Background: an optimization exercise with open tools, aiming at a short achievable clock period and few clock cycles. Do not read the settings as production practice.
The RTL was checked by simulation tests, not by an equivalence proof against the original design.
Power and IR drop assume default switching activity.

== branch amber ==
==> module sequencer, before the edit <==
module sequencer
(
    input  logic              clock,
    input  logic              rst,
    input  logic              ack,
    input  isa_pkg::word_t    rdata,
    input  isa_pkg::word_t    a_q,
    input  isa_pkg::word_t    b_q,
    input  logic              flag_a,
    output logic              req,
    output bus_pkg::mem_req_t mem_req,
    output logic              issue,
    output logic              halted
);
    logic            st_fetch;
    logic            st_cap;
    logic            st_dec;
    logic            st_store;
    logic            st_post;
    logic            req_q;
    logic            halted_q;
    bus_pkg::addr_t  pc_inc;
    bus_pkg::addr_t  addr_q;
    bus_pkg::addr_t  pc_q;
    bus_pkg::data_t  wdata_q;
    logic            write_q;
    isa_pkg::instr_t ir;
    logic            fa_q;
    logic            is_store;
    logic            taken;
    bus_pkg::addr_t  target;
    logic            ld_store;
    logic            ld_fetch;
    logic            ld_hold;
    assign is_store = (ir.op == isa_pkg::OP_STORE);
    assign taken    = (ir.op == isa_pkg::OP_JMP) || ((ir.op == isa_pkg::OP_JF) && fa_q);
    assign target   = taken ? {32'b0, ir.imm} : pc_inc;
    always_ff @(posedge clock)
    begin
        if (rst)
        begin
            st_fetch <= 1'b1;
            st_cap   <= 1'b0;
            st_dec   <= 1'b0;
            st_store <= 1'b0;
            st_post  <= 1'b0;
            req_q    <= 1'b0;
            halted_q <= 1'b0;
        end
        else
        begin
            if (st_fetch)
            begin
                if (req_q && ack)
                begin
                    req_q    <= 1'b0;
                    st_fetch <= 1'b0;
                    if (rdata[isa_pkg::OP_W-1:0] == isa_pkg::OP_HALT)
                    begin
                        halted_q <= 1'b1;
                    end
                    else
                    begin
                        st_cap <= 1'b1;
                    end
                end
                else if (!ack)
                begin
                    req_q <= 1'b1;
                end
            end
            if (st_cap)
            begin
                st_cap <= 1'b0;
                st_dec <= 1'b1;
            end
            if (st_dec)
            begin
                st_dec <= 1'b0;
                req_q  <= !ack;
                if (is_store)
                begin
                    st_store <= 1'b1;
                end
                else
                begin
                    st_fetch <= 1'b1;
                end
            end
            if (st_store)
            begin
                if (req_q && ack)
                begin
                    req_q    <= 1'b0;
                    st_store <= 1'b0;
                    st_post  <= 1'b1;
                end
                else if (!ack)
                begin
                    req_q <= 1'b1;
                end
            end
            if (st_post)
            begin
                st_post  <= 1'b0;
                st_fetch <= 1'b1;
            end
        end
    end
    assign ld_store = st_dec && is_store;
    assign ld_fetch = st_dec && !is_store;
    assign ld_hold  = !st_dec && !st_post;
    bus_pkg::addr_t pc_d;
    logic           write_d;
    assign pc_d    = {64{!rst}} & (({64{ld_fetch}} & target) | ({64{st_post}} & pc_inc)
                                   | ({64{!ld_fetch && !st_post}} & pc_q));
    assign write_d = !rst && (ld_store || (ld_hold && write_q));
    always_ff @(posedge clock)
    begin
        pc_q    <= pc_d;
        write_q <= write_d;
        addr_q  <= write_d ? b_q : pc_d;
        wdata_q <= {64{write_d}} & a_q;
    end
    always_ff @(posedge clock)
    begin
        if (st_cap)
        begin
            ir     <= isa_pkg::instr_t'(rdata);
            fa_q   <= flag_a;
            for (int i = 0; i < bus_pkg::ADDR_W; i++)
            begin
                pc_inc[i] <= pc_q[i] ^ (&(pc_q | ~((64'd1 << i) - 64'd1)));
            end
        end
    end
    assign req           = req_q;
    assign mem_req.addr  = addr_q;
    assign mem_req.wdata = wdata_q;
    assign mem_req.write = write_q;
    assign issue         = st_cap;
    assign halted        = halted_q;
endmodule
Settings: LEC_CHECK=0, ABC_CLOCK_PERIOD_IN_PS=2000, CAP_MARGIN=20, CORE_MARGIN=2, CORE_UTILIZATION=60, CTS_CLUSTER_DIAMETER=60, CTS_CLUSTER_SIZE=20, PLACE_DENSITY=0.7, SETUP_SLACK_MARGIN=5, SLEW_MARGIN=20; clock period 7.5 ns.
run.sh (not shown) runs the stock make flow with config.mk's settings and CLKGATE_MAP_FILE= SYNTH_SCRIPT=/design/flow/synth_recipe.tcl, a recipe that flattens the netlist after the stock synthesis.
Testbench counts of branch amber, summed over its fixed seeds: cycles 122,077.
The following lists how branch onyx was set up differently from branch amber:
-- flow/design.v --
<<< branch amber, line 430
    assign ld_fetch = st_dec && !is_store;
    assign ld_hold  = !st_dec && !st_post;
    bus_pkg::addr_t pc_d;
    logic           write_d;
    assign pc_d    = {64{!rst}} & (({64{ld_fetch}} & target) | ({64{st_post}} & pc_inc)
                                   | ({64{!ld_fetch && !st_post}} & pc_q));
    assign write_d = !rst && (ld_store || (ld_hold && write_q));
    always_ff @(posedge clock)
    begin
        pc_q    <= pc_d;
        write_q <= write_d;
        addr_q  <= write_d ? b_q : pc_d;
        wdata_q <= {64{write_d}} & a_q;
    end
    always_ff @(posedge clock)
>>> branch onyx, line 430
    assign ld_fetch = st_dec && !is_store;
    assign ld_hold  = !st_dec && !st_post;
    always_ff @(posedge clock)
    begin
        addr_q  <= {64{!rst}} & (({64{ld_store}} & b_q) | ({64{ld_fetch}} & target)
                                 | ({64{st_post}} & pc_inc) | ({64{ld_hold}} & addr_q));
        pc_q    <= {64{!rst}} & (({64{ld_fetch}} & target) | ({64{st_post}} & pc_inc)
                                 | ({64{!ld_fetch && !st_post}} & pc_q));
        write_q <= !rst && (ld_store || (ld_hold && write_q));
        wdata_q <= ({64{ld_store}} & a_q) | ({64{!st_dec}} & wdata_q);
    end
    always_ff @(posedge clock)
==> results.txt <==
Re relative contribution of the clock network to total power: branch onyx and branch amber aren't equal, and the lower value belongs to branch amber. Number of non-clock buffers in the layout: branch onyx > branch amber. Sequential share of layout area sits lower in branch onyx than in branch amber. Area of the die, branch onyx and branch amber: lower on branch amber. Measured against each other, branch onyx and branch amber differ in area of all placed cells without fillers, the higher figure coming from branch onyx. branch onyx vs branch amber — post-synthesis area per instance dropped slightly. Summary of the comparison: logic depth of the worst setup path including buffers is lower in branch onyx, relative to branch amber. Comparing branch onyx and branch amber, the lower starting utilization of the core area was measured on branch onyx. Register share of total power (branch onyx over branch amber): decrease, 1.8 points. Sort branch onyx and branch amber by instance area after placement asc -> top: branch amber.
Testbench counts of branch onyx, summed over its fixed seeds: cycles 122,077.

========
Setup of 01-18:
Another version of the RTL of cpu_top (not shown whole).
For scale: about 1200 flip-flops, about 58000 sq um of cells after synthesis.
==> module reg_bank, before the edit <==
module reg_bank
(
    input  logic                  clock,
    input  logic                  rst,
    input  isa_pkg::reg_sel_t     sel_a,
    input  isa_pkg::reg_sel_t     sel_b,
    input  logic                  reg_we,
    input  isa_pkg::reg_sel_t     reg_wsel,
    input  isa_pkg::word_t        reg_wdata,
    input  logic                  flag_we,
    input  isa_pkg::reg_sel_t     flag_wsel,
    input  logic                  flag_wdata,
    output isa_pkg::word_t        opnd_a,
    output isa_pkg::word_t        opnd_b,
    output logic                  flag_a,
    output logic                  flag_b
);
    isa_pkg::word_t               regs [0:isa_pkg::NUM_REGS-1];
    logic [isa_pkg::NUM_REGS-1:0] flags;
    always_ff @(posedge clock)
    begin
        if (rst)
        begin
            for (int i = 0; i < isa_pkg::NUM_REGS; i++)
            begin
                regs[i] <= '0;
            end
            flags <= '0;
        end
        else
        begin
            if (reg_we)
            begin
                regs[reg_wsel] <= reg_wdata;
            end
            if (flag_we)
            begin
                flags[flag_wsel] <= flag_wdata;
            end
        end
    end
    assign opnd_a = regs[sel_a];
    assign opnd_b = regs[sel_b];
    assign flag_a = flags[sel_a];
    assign flag_b = flags[sel_b];
endmodule
==> module exec_unit, before the edit <==
module exec_unit
(
    input  logic              clock,
    input  logic              rst,
    input  logic              issue,
    input  isa_pkg::instr_t   fields,
    input  isa_pkg::word_t    opnd_a,
    input  isa_pkg::word_t    opnd_b,
    input  logic              flag_a,
    input  logic              flag_b,
    output isa_pkg::word_t    a_q,
    output isa_pkg::word_t    b_q,
    output logic              reg_we,
    output isa_pkg::reg_sel_t reg_wsel,
    output isa_pkg::word_t    result,
    output logic              flag_we,
    output isa_pkg::reg_sel_t flag_wsel,
    output logic              flag_result
);
    logic              dec_sub;
    logic              v0_reg;
    logic              v0_flag;
    logic              v1_reg;
    logic              v1_flag;
    logic              v2_reg;
    logic              v2_flag;
    logic              c_ldi;
    logic              c_sum;
    logic              c_sub;
    logic              c_and;
    logic              c_or;
    logic              c_shl;
    logic              c_feq;
    logic              c_flt;
    logic              hilo0;
    isa_pkg::reg_sel_t dst0;
    isa_pkg::imm_t     imm0;
    logic              fand0;
    assign dec_sub = (fields.op == isa_pkg::OP_SUB) || (fields.op == isa_pkg::OP_FLT);
    always_ff @(posedge clock)
    begin
        if (rst)
        begin
            v0_reg  <= 1'b0;
            v0_flag <= 1'b0;
            v1_reg  <= 1'b0;
            v1_flag <= 1'b0;
            v2_reg  <= 1'b0;
            v2_flag <= 1'b0;
        end
        else
        begin
            v0_reg  <= issue && (fields.op <= isa_pkg::OP_SHL);
            v0_flag <= issue && (fields.op == isa_pkg::OP_FEQ || fields.op == isa_pkg::OP_FLT
                                 || fields.op == isa_pkg::OP_FAND);
            v1_reg  <= v0_reg;
            v1_flag <= v0_flag;
            v2_reg  <= v1_reg;
            v2_flag <= v1_flag;
        end
    end
    always_ff @(posedge clock)
    begin
        if (issue)
        begin
            c_ldi <= (fields.op == isa_pkg::OP_LDI);
            c_sum <= (fields.op == isa_pkg::OP_ADD) || (fields.op == isa_pkg::OP_SUB);
            c_sub <= dec_sub;
            c_and <= (fields.op == isa_pkg::OP_AND);
            c_or  <= (fields.op == isa_pkg::OP_OR);
            c_shl <= (fields.op == isa_pkg::OP_SHL);
            c_feq <= (fields.op == isa_pkg::OP_FEQ);
            c_flt <= (fields.op == isa_pkg::OP_FLT);
            hilo0 <= fields.hilo;
            dst0  <= fields.dst;
            imm0  <= fields.imm;
            a_q   <= opnd_a;
            b_q   <= dec_sub ? ~opnd_b : opnd_b;
            fand0 <= flag_a & flag_b;
        end
    end
    logic [63:0]    blk_d;
    logic [3:0]     gen_d;
    logic [63:0]    blk;
    logic [3:0]     gen;
    logic [3:0]     eqb;
    isa_pkg::word_t sh1;
    for (genvar k = 0; k < 4; k++)
    begin : g_blk
        prefix_add #(.W(16)) u_add (
            .a    (a_q[16*k +: 16]),
            .b    (b_q[16*k +: 16]),
            .cin  (k == 0 ? c_sub : 1'b0),
            .sum  (blk_d[16*k +: 16]),
            .cout (gen_d[k])
        );
    end
    always_ff @(posedge clock)
    begin
        blk <= blk_d;
        gen <= gen_d;
        sh1 <= a_q << b_q[2:0];
        for (int k = 0; k < 4; k++)
        begin
            eqb[k] <= (a_q[16*k +: 16] == b_q[16*k +: 16]);
        end
    end
    logic [4:0]     cin;
    isa_pkg::word_t sum;
    logic           carry;
    isa_pkg::word_t misc;
    isa_pkg::word_t shl;
    always_comb
    begin
        cin[0] = 1'b0;
        for (int k = 1; k <= 4; k++)
        begin
            cin[k] = gen[k-1] | (cin[k-1] & (&blk[16*(k-1) +: 16]));
        end
        for (int k = 0; k < 4; k++)
        begin
            for (int i = 0; i < 16; i++)
            begin
                sum[16*k+i] = blk[16*k+i]
                              ^ (cin[k] & (&(blk[16*k +: 16] | ~((16'd1 << i) - 16'd1))));
            end
        end
    end
    assign carry = cin[4];
    assign shl   = sh1 << {b_q[5:3], 3'b000};
    always_comb
    begin
        if (c_ldi)
        begin
            misc = hilo0 ? {imm0, a_q[isa_pkg::IMM_W-1:0]} : {32'b0, imm0};
        end
        else if (c_and)
        begin
            misc = a_q & b_q;
        end
        else if (c_or)
        begin
            misc = a_q | b_q;
        end
        else
        begin
            misc = a_q ^ b_q;
        end
    end
    isa_pkg::word_t res_q;
    logic           fres_q;
    always_ff @(posedge clock)
    begin
        res_q  <= c_sum ? sum : c_shl ? shl : misc;
        fres_q <= c_feq ? (&eqb) : c_flt ? ~carry : fand0;
    end
    assign reg_we      = v2_reg;
    assign reg_wsel    = dst0;
    assign result      = res_q;
    assign flag_we     = v2_flag;
    assign flag_wsel   = dst0;
    assign flag_result = fres_q;
endmodule
clock: 7.5 ns
lec_check: 0
abc_clock_period_in_ps: 2000
cap_margin: 20
core_margin: 2
core_utilization: 60
cts_cluster_diameter: 60
cts_cluster_size: 20
place_density: 0.7
setup_slack_margin: 5
slew_margin: 20
Testbench counts of 01-18, summed over its fixed seeds: cycles 122,077.
Input-level comparison between 07-08 and 01-18:
-- flow/design.v --
<<< 01-18, line 73
);
    isa_pkg::word_t               regs [0:isa_pkg::NUM_REGS-1];
    logic [isa_pkg::NUM_REGS-1:0] flags;
    always_ff @(posedge clock)
>>> 07-08, line 73
);
    isa_pkg::word_t               regs [0:isa_pkg::NUM_REGS-1];
    logic [isa_pkg::NUM_REGS-1:0] valid;
    logic [isa_pkg::NUM_REGS-1:0] flags;
    always_ff @(posedge clock)
<<< 01-18, line 78
        if (rst)
        begin
            for (int i = 0; i < isa_pkg::NUM_REGS; i++)
            begin
                regs[i] <= '0;
            end
            flags <= '0;
        end
>>> 07-08, line 79
        if (rst)
        begin
            valid <= '0;
            flags <= '0;
        end
<<< 01-18, line 88
            if (reg_we)
            begin
                regs[reg_wsel] <= reg_wdata;
            end
            if (flag_we)
>>> 07-08, line 86
            if (reg_we)
            begin
                valid[reg_wsel] <= 1'b1;
            end
            if (flag_we)
<<< 01-18, line 96
        end
    end
    assign opnd_a = regs[sel_a];
    assign opnd_b = regs[sel_b];
    assign flag_a = flags[sel_a];
    assign flag_b = flags[sel_b];
>>> 07-08, line 94
        end
    end
    always_ff @(posedge clock)
    begin
        if (reg_we)
        begin
            regs[reg_wsel] <= reg_wdata;
        end
    end
    assign opnd_a = valid[sel_a] ? regs[sel_a] : '0;
    assign opnd_b = valid[sel_b] ? regs[sel_b] : '0;
    assign flag_a = flags[sel_a];
    assign flag_b = flags[sel_b];
<<< 01-18, line 187
    logic [63:0]    blk;
    logic [3:0]     gen;
    logic [3:0]     eqb;
    isa_pkg::word_t sh1;
    for (genvar k = 0; k < 4; k++)
>>> 07-08, line 192
    logic [63:0]    blk;
    logic [3:0]     gen;
    isa_pkg::word_t sh1;
    for (genvar k = 0; k < 4; k++)
<<< 01-18, line 204
        gen <= gen_d;
        sh1 <= a_q << b_q[2:0];
        for (int k = 0; k < 4; k++)
        begin
            eqb[k] <= (a_q[16*k +: 16] == b_q[16*k +: 16]);
        end
    end
    logic [4:0]     cin;
>>> 07-08, line 208
        gen <= gen_d;
        sh1 <= a_q << b_q[2:0];
    end
    logic [4:0]     cin;
<<< 01-18, line 256
    begin
        res_q  <= c_sum ? sum : c_shl ? shl : misc;
        fres_q <= c_feq ? (&eqb) : c_flt ? ~carry : fand0;
    end
    assign reg_we      = v2_reg;
>>> 07-08, line 256
    begin
        res_q  <= c_sum ? sum : c_shl ? shl : misc;
        fres_q <= c_feq ? (a_q == b_q) : c_flt ? ~carry : fand0;
    end
    assign reg_we      = v2_reg;
<<< 01-18, line 425
    assign ld_fetch = st_dec && !is_store;
    assign ld_hold  = !st_dec && !st_post;
    bus_pkg::addr_t pc_d;
    logic           write_d;
    assign pc_d    = {64{!rst}} & (({64{ld_fetch}} & target) | ({64{st_post}} & pc_inc)
                                   | ({64{!ld_fetch && !st_post}} & pc_q));
    assign write_d = !rst && (ld_store || (ld_hold && write_q));
    always_ff @(posedge clock)
    begin
        pc_q    <= pc_d;
        write_q <= write_d;
        addr_q  <= write_d ? b_q : pc_d;
        wdata_q <= {64{write_d}} & a_q;
    end
    always_ff @(posedge clock)
>>> 07-08, line 425
    assign ld_fetch = st_dec && !is_store;
    assign ld_hold  = !st_dec && !st_post;
    always_ff @(posedge clock)
    begin
        addr_q  <= {64{!rst}} & (({64{ld_store}} & b_q) | ({64{ld_fetch}} & target)
                                 | ({64{st_post}} & pc_inc) | ({64{ld_hold}} & addr_q));
        pc_q    <= {64{!rst}} & (({64{ld_fetch}} & target) | ({64{st_post}} & pc_inc)
                                 | ({64{!ld_fetch && !st_post}} & pc_q));
        write_q <= !rst && (ld_store || (ld_hold && write_q));
        wdata_q <= ({64{ld_store}} & a_q) | ({64{!st_dec}} & wdata_q);
    end
    always_ff @(posedge clock)
<<< 01-18, line 443
            ir     <= isa_pkg::instr_t'(rdata);
            fa_q   <= flag_a;
            for (int i = 0; i < bus_pkg::ADDR_W; i++)
            begin
                pc_inc[i] <= pc_q[i] ^ (&(pc_q | ~((64'd1 << i) - 64'd1)));
            end
        end
    end
>>> 07-08, line 440
            ir     <= isa_pkg::instr_t'(rdata);
            fa_q   <= flag_a;
            pc_inc <= pc_q + bus_pkg::addr_t'(1);
        end
    end
## What came out
- Compared with 01-18, 07-08 shows a lower number of CTS-inserted buffers.
- Relative to 01-18, all-layer global routing usage has increased by 0.65 points in 07-08.
- Compared to 01-18, 07-08 has number of nets in the synthesized netlist 4.2% lower.
- Higher synthesis-to-layout area growth among 07-08 and 01-18: 07-08
- 07-08 completed end to end with timing, DRC and antenna clean.
- Comparing 07-08 and 01-18, the lower synthesized-area fraction occupied by ao, oa, aoi and oai cells is on 01-18.
- From 01-18 to 07-08 the numbers moved as follows: clock latency reported for the late side of the worst-skew pair has remained practically unchanged; final critical-path setup slack has decreased; hold slack has decreased; total power has decreased; clock group share of total power has decreased.
Testbench counts of 07-08, summed over its fixed seeds: cycles 122,077.

[separate check: timing with driven ports]
The results above use ideal ports. As a check the final layouts listed here were re-extracted and re-timed, cells and wires unchanged.
Step 1 sets driving cells, clkbuf_16 on the clock port and buf_2 on the other inputs (assumed; they add their load-dependent delay and slew).
Step 2, shift: input delay + t, output delay - t, t = (earliest + latest rising clock arrival at the registers) / 2. This alone moves slack from input paths to output paths.
Slacks: ideal / step 1 / step 2; pairs: ideal / step 1.
| run | t (ns) | slack for setup (ns) | latest minus earliest clock arrival (ns) | pins driven straight from the clock port |
|---|---|---|---|---|
| branch amber | 0.764 | 4.786 / 4.658 / 3.894 | 0.032 / 0.031 | 1 |
| branch onyx | 0.764 | 4.814 / 4.700 / 3.936 | 0.023 / 0.022 | 1 |
| 01-18 | 0.783 | 4.822 / 4.716 / 3.933 | 0.036 / 0.036 | 1 |
| 07-08 | 0.782 | 4.706 / 4.537 / 3.755 | 0.039 / 0.039 | 1 |
After both steps every run listed still meets setup and hold. For 07-08, which loses most, drivers alone change the setup slack by -0.169 ns; drivers and shift together by -0.951 ns.
